What follows belongs to an exercise in optimizing a design on an open flow for small area; a production flow would make more cautious choices.
The RTL was checked by simulation tests, not by an equivalence proof against the original design.
Power figures rest on the tool's default switching activity, not on a simulated workload.

// motorPwmTop
module motorPwmTop (
    input  logic        clk,
    input  logic        rstN,
    input  logic        regWe,
    input  logic [5:0]  regAddr,
    input  logic [31:0] regWdata,
    output logic [2:0]  pwm,
    output logic [2:0]  stepIdx,
    output logic        stepStart,
    output logic        stepEnd,
    output logic [47:0] lost,
    output logic [2:0]  lostValid
);
Size: about 2,000 cells after synthesis, roughly 590 flip-flops, roughly 100 I/O pins, roughly 0.025 mm2 of cells after synthesis.
Settings: LEC_CHECK=0, CAP_MARGIN=20, CORE_MARGIN=2, CORE_UTILIZATION=40, GPL_TIMING_DRIVEN=0, SLEW_MARGIN=20; clock period 8.0 ns.
standard.sh (not shown) runs the stock make flow with config.mk's settings and CLKGATE_MAP_FILE= SYNTH_SCRIPT=/design/flow/synth_recipe.tcl, a recipe that flattens the netlist after the stock synthesis.
==> flow/flow/run.sh <==
#!/bin/bash
# Standard layout, with synthesis mapping the logic for area (no full-adder
# extraction, an area-oriented ABC script; registers untouched), small port
# buffers and a clock tree of small buffers without dummy loads.
set -euo pipefail
here=$(pwd)
export MY_ABC_SCRIPT=$here/flow/area.abc
bash standard.sh \
  SYNTH_SCRIPT=$here/flow/mysynth.tcl \
  ADDER_MAP_FILE= \
  "BUFFER_PORTS_ARGS=-buffer_cell sky130_fd_sc_hd__buf_1" \
  "CTS_ARGS=-sink_clustering_enable -repair_clock_nets -dont_use_dummy_load -buf_list {sky130_fd_sc_hd__clkbuf_4} -sink_clustering_size 8 -sink_clustering_max_diameter 50" \
  finish > standard.log 2>&1
==> flow/flow/area.abc <==
&get -n
&st
&dch
&nf -R 1000
&put
topo
dnsize -c
==> flow/flow/mysynth.tcl <==
proc synth {args} { yosys synth -nofsm -noshare {*}$args }
set fh [open $::env(SCRIPTS_DIR)/synth.tcl]
set txt [read $fh]
close $fh
if {[info exists ::env(MY_ABC_SCRIPT)] && $::env(MY_ABC_SCRIPT) ne ""} {
  set txt [string map [list {log_cmd abc {*}$abc_args} {log_cmd abc -script $::env(MY_ABC_SCRIPT) {*}[lrange $abc_args 2 end]}] $txt]
}
eval $txt
# left out here: clear keep_hierarchy, flatten, clean up, hide names made inside functions, write 1_2_yosys.v
Change:
==> flow/flow/area.abc (replaced) <==
&get -n
&st
&deepsyn -T 120
&st
&dch
&nf -R 1000 -p
&put
topo
dnsize -c
- CAP_MARGIN: 20 -> 0
- SLEW_MARGIN: 20 -> 0
Now the flow finished but failed the layout checks on setup timing. Via count shrinks by 1.6%. First-iteration DRC count decreases by 23%. Clock power hardly moves. Power came out higher by 3.8%.

---

## harbor
Another version of the RTL of motorPwmTop (not shown whole).
Size: ~3,200 cells after synthesis, about 590 flip-flops, ~30,000 sq um of cells after synthesis.
==> flow/design.v (excerpt) <==
module motorPwmTop (
    input  logic        clk,
    input  logic        rstN,
    input  logic        regWe,
    input  logic [5:0]  regAddr,
    input  logic [31:0] regWdata,
    output logic [2:0]  pwm,
    output logic [2:0]  stepIdx,
    output logic        stepStart,
    output logic        stepEnd,
    output logic [47:0] lost,
    output logic [2:0]  lostValid
);
make LEC_CHECK=0 ABC_AREA=1 CAP_MARGIN=20 CORE_MARGIN=2 CORE_UTILIZATION=40 GPL_TIMING_DRIVEN=0 SLEW_MARGIN=20 finish   # period 8.0 ns
run.sh (not shown) runs the stock make flow with config.mk's settings and CLKGATE_MAP_FILE= SYNTH_SCRIPT=/design/flow/synth_recipe.tcl, a recipe that flattens the netlist after the stock synthesis.
Stock flow here: none of the scripts above is used.
harbor ended with every stage complete and zero timing, DRC or antenna violations.
--- input diff harbor..nickel ---
Settings: ABC_AREA: 1 -> unset.
==> flow/flow/run.sh (new file) <==
#!/bin/bash
# Standard layout, with synthesis mapping the logic for area (no full-adder
# extraction, an area-oriented ABC script; registers untouched), small port
# buffers and a clock tree of small buffers without dummy loads.
set -euo pipefail
here=$(pwd)
export MY_ABC_SCRIPT=$here/flow/area.abc
bash standard.sh \
  SYNTH_SCRIPT=$here/flow/mysynth.tcl \
  ADDER_MAP_FILE= \
  "BUFFER_PORTS_ARGS=-buffer_cell sky130_fd_sc_hd__buf_1" \
  "CTS_ARGS=-sink_clustering_enable -repair_clock_nets -dont_use_dummy_load -buf_list {sky130_fd_sc_hd__clkbuf_4 sky130_fd_sc_hd__clkbuf_8}" \
  finish > standard.log 2>&1
==> flow/flow/area.abc (new file) <==
&get -n
&st
&deepsyn -T 120
&st
&dch
&nf -R 1000 -p
&put
topo
dnsize -c
==> flow/flow/mysynth.tcl (new file) <==
proc synth {args} { yosys synth -nofsm -noshare {*}$args }
set fh [open $::env(SCRIPTS_DIR)/synth.tcl]
set txt [read $fh]
close $fh
if {[info exists ::env(MY_ABC_SCRIPT)] && $::env(MY_ABC_SCRIPT) ne ""} {
  set txt [string map [list {log_cmd abc {*}$abc_args} {log_cmd abc -script $::env(MY_ABC_SCRIPT) {*}[lrange $abc_args 2 end]}] $txt]
}
eval $txt
# left out here: clear keep_hierarchy, flatten, clean up, hide names made inside functions, write 1_2_yosys.v
==> flow/standard.sh (new file) <==
#!/bin/bash
# synth_recipe.tcl (not shown) runs the flow's synth.tcl, then flattens the netlist and writes it again
# the make line also repeats each setting of config.mk as NAME=value (left out here)
make -C /OpenROAD-flow-scripts/flow DESIGN_CONFIG=/design/flow/config.mk WORK_HOME=/design/flow/orfs CLKGATE_MAP_FILE= SYNTH_SCRIPT=/design/flow/synth_recipe.tcl "${@:-finish}"
removed: flow/run.sh
### Flow results
- [nickel vs harbor] aggregate routed wire length: lower in nickel
- Run comparison: harbor commonest non-fill, non-tap cell in the layout sky130_fd_sc_hd__nand2_1; nickel commonest non-fill, non-tap cell in the layout sky130_fd_sc_hd__edfxtp_1
- Going from harbor to nickel, utilization up 0.17 points; fmax went down; global-route wire length before repair -21%.
diff inputs: nickel => xenon
diff --git a/flow/flow/run.sh b/flow/flow/run.sh
--- a/flow/flow/run.sh
+++ b/flow/flow/run.sh
@@ -11,3 +11,3 @@
   "BUFFER_PORTS_ARGS=-buffer_cell sky130_fd_sc_hd__buf_1" \
-  "CTS_ARGS=-sink_clustering_enable -repair_clock_nets -dont_use_dummy_load -buf_list {sky130_fd_sc_hd__clkbuf_4 sky130_fd_sc_hd__clkbuf_8}" \
+  "CTS_ARGS=-sink_clustering_enable -repair_clock_nets -dont_use_dummy_load -buf_list {sky130_fd_sc_hd__clkbuf_4} -sink_clustering_size 8 -sink_clustering_max_diameter 50" \
   finish > standard.log 2>&1
Results
- xenon closes out successfully: all stages finished, all timing, DRC and antenna checks passed.
- Side by side, proportion of total power due to net switching turned out higher in xenon than in nickel.
- Compared with nickel, xenon shows count of nets after finishing lower by 0.39%.
- Comparing xenon against nickel, there is no change at all in boundary pin count.
- Changes observed in xenon relative to nickel: average wire per standard cell increased by about 0.4% relative to the old numbers, fmax closely matched the old numbers, portion of the layout cell area used by clock cells decreased by 2.3 points relative to the old numbers, count of buffers added by post-CTS timing repair for setup decreased by 1 relative to the old numbers.
- In terms of routed wire length, xenon and nickel differ only marginally.
- The lower clock-buffer cell count of nickel and xenon is in xenon.
- Delta (xenon minus nickel): power went down by about 8%, end-of-flow core utilization down 1.1 points.
> inputs changed (xenon -> sierra)
==> flow/flow/run.sh <==
#!/bin/bash
# Standard layout, with synthesis mapping the logic for area: no full-adder
# extraction and an area-oriented ABC script. Registers are untouched.
set -euo pipefail
here=$(pwd)
export MY_ABC_SCRIPT=$here/flow/area.abc
bash standard.sh SYNTH_SCRIPT=$here/flow/mysynth.tcl ADDER_MAP_FILE= finish > standard.log 2>&1
==> flow/flow/area.abc <==
&get -n
&st
&dch
&nf -R 1000
&put
topo
dnsize -c
Notes after the runs:
sierra vs. xenon: power share of the sequential group fell by 13 points; via count of the first global-routing pass rose 481; achievable clock frequency went up 0.0023 GHz; clock power share went up by 8.4 points. Where half-perimeter wire length of the detailed placement result is concerned, xenon is better than sierra.

[port drivers added, routing unchanged]
No port has a modelled driver above. Below, the same layouts with a new extraction and two added sets of constraints.
Step 1 (the two cells are an assumption about what drives the block):
set clk [get_ports {clk}]
set_driving_cell -lib_cell sky130_fd_sc_hd__clkbuf_16 $clk
set_driving_cell -lib_cell sky130_fd_sc_hd__buf_2 [delete_from_list [all_inputs] $clk]
Step 2 adds t to the input delays and takes it off the output delays; t is the mean of the earliest and latest rising clock arrival at the registers after step 1. Input paths then give back, and output paths get back, about the clock's delay inside the block.
a / b / c = ideal / step 1 / step 2; a / b = the first two.
| run | t, ns | slack for setup (ns) | hold WS [ns] | latest minus earliest clock arrival (ns) | cell pins on the clock port's net |
|---|---|---|---|---|---|
| the first run of note 1 | 0.857 | 0.425 / 0.425 / 0.425 | 0.446 / 0.446 / 0.446 | 0.093 / 0.094 | 1 |
| the second run of note 1 | 0.853 | -0.752 / -0.752 / -0.752 | 0.472 / 0.472 / 0.472 | 0.093 / 0.092 | 1 |
| harbor | 0.709 | 0.411 / 0.411 / 0.411 | 0.453 / 0.453 / 0.453 | 0.025 / 0.026 | 1 |
| nickel | 0.723 | 0.270 / 0.270 / 0.270 | 0.475 / 0.475 / 0.475 | 0.060 / 0.060 | 1 |
| xenon | 0.887 | 0.282 / 0.282 / 0.282 | 0.488 / 0.488 / 0.488 | 0.131 / 0.131 | 1 |
| sierra | 0.694 | 0.419 / 0.419 / 0.419 | 0.457 / 0.457 / 0.457 | 0.030 / 0.031 | 1 |
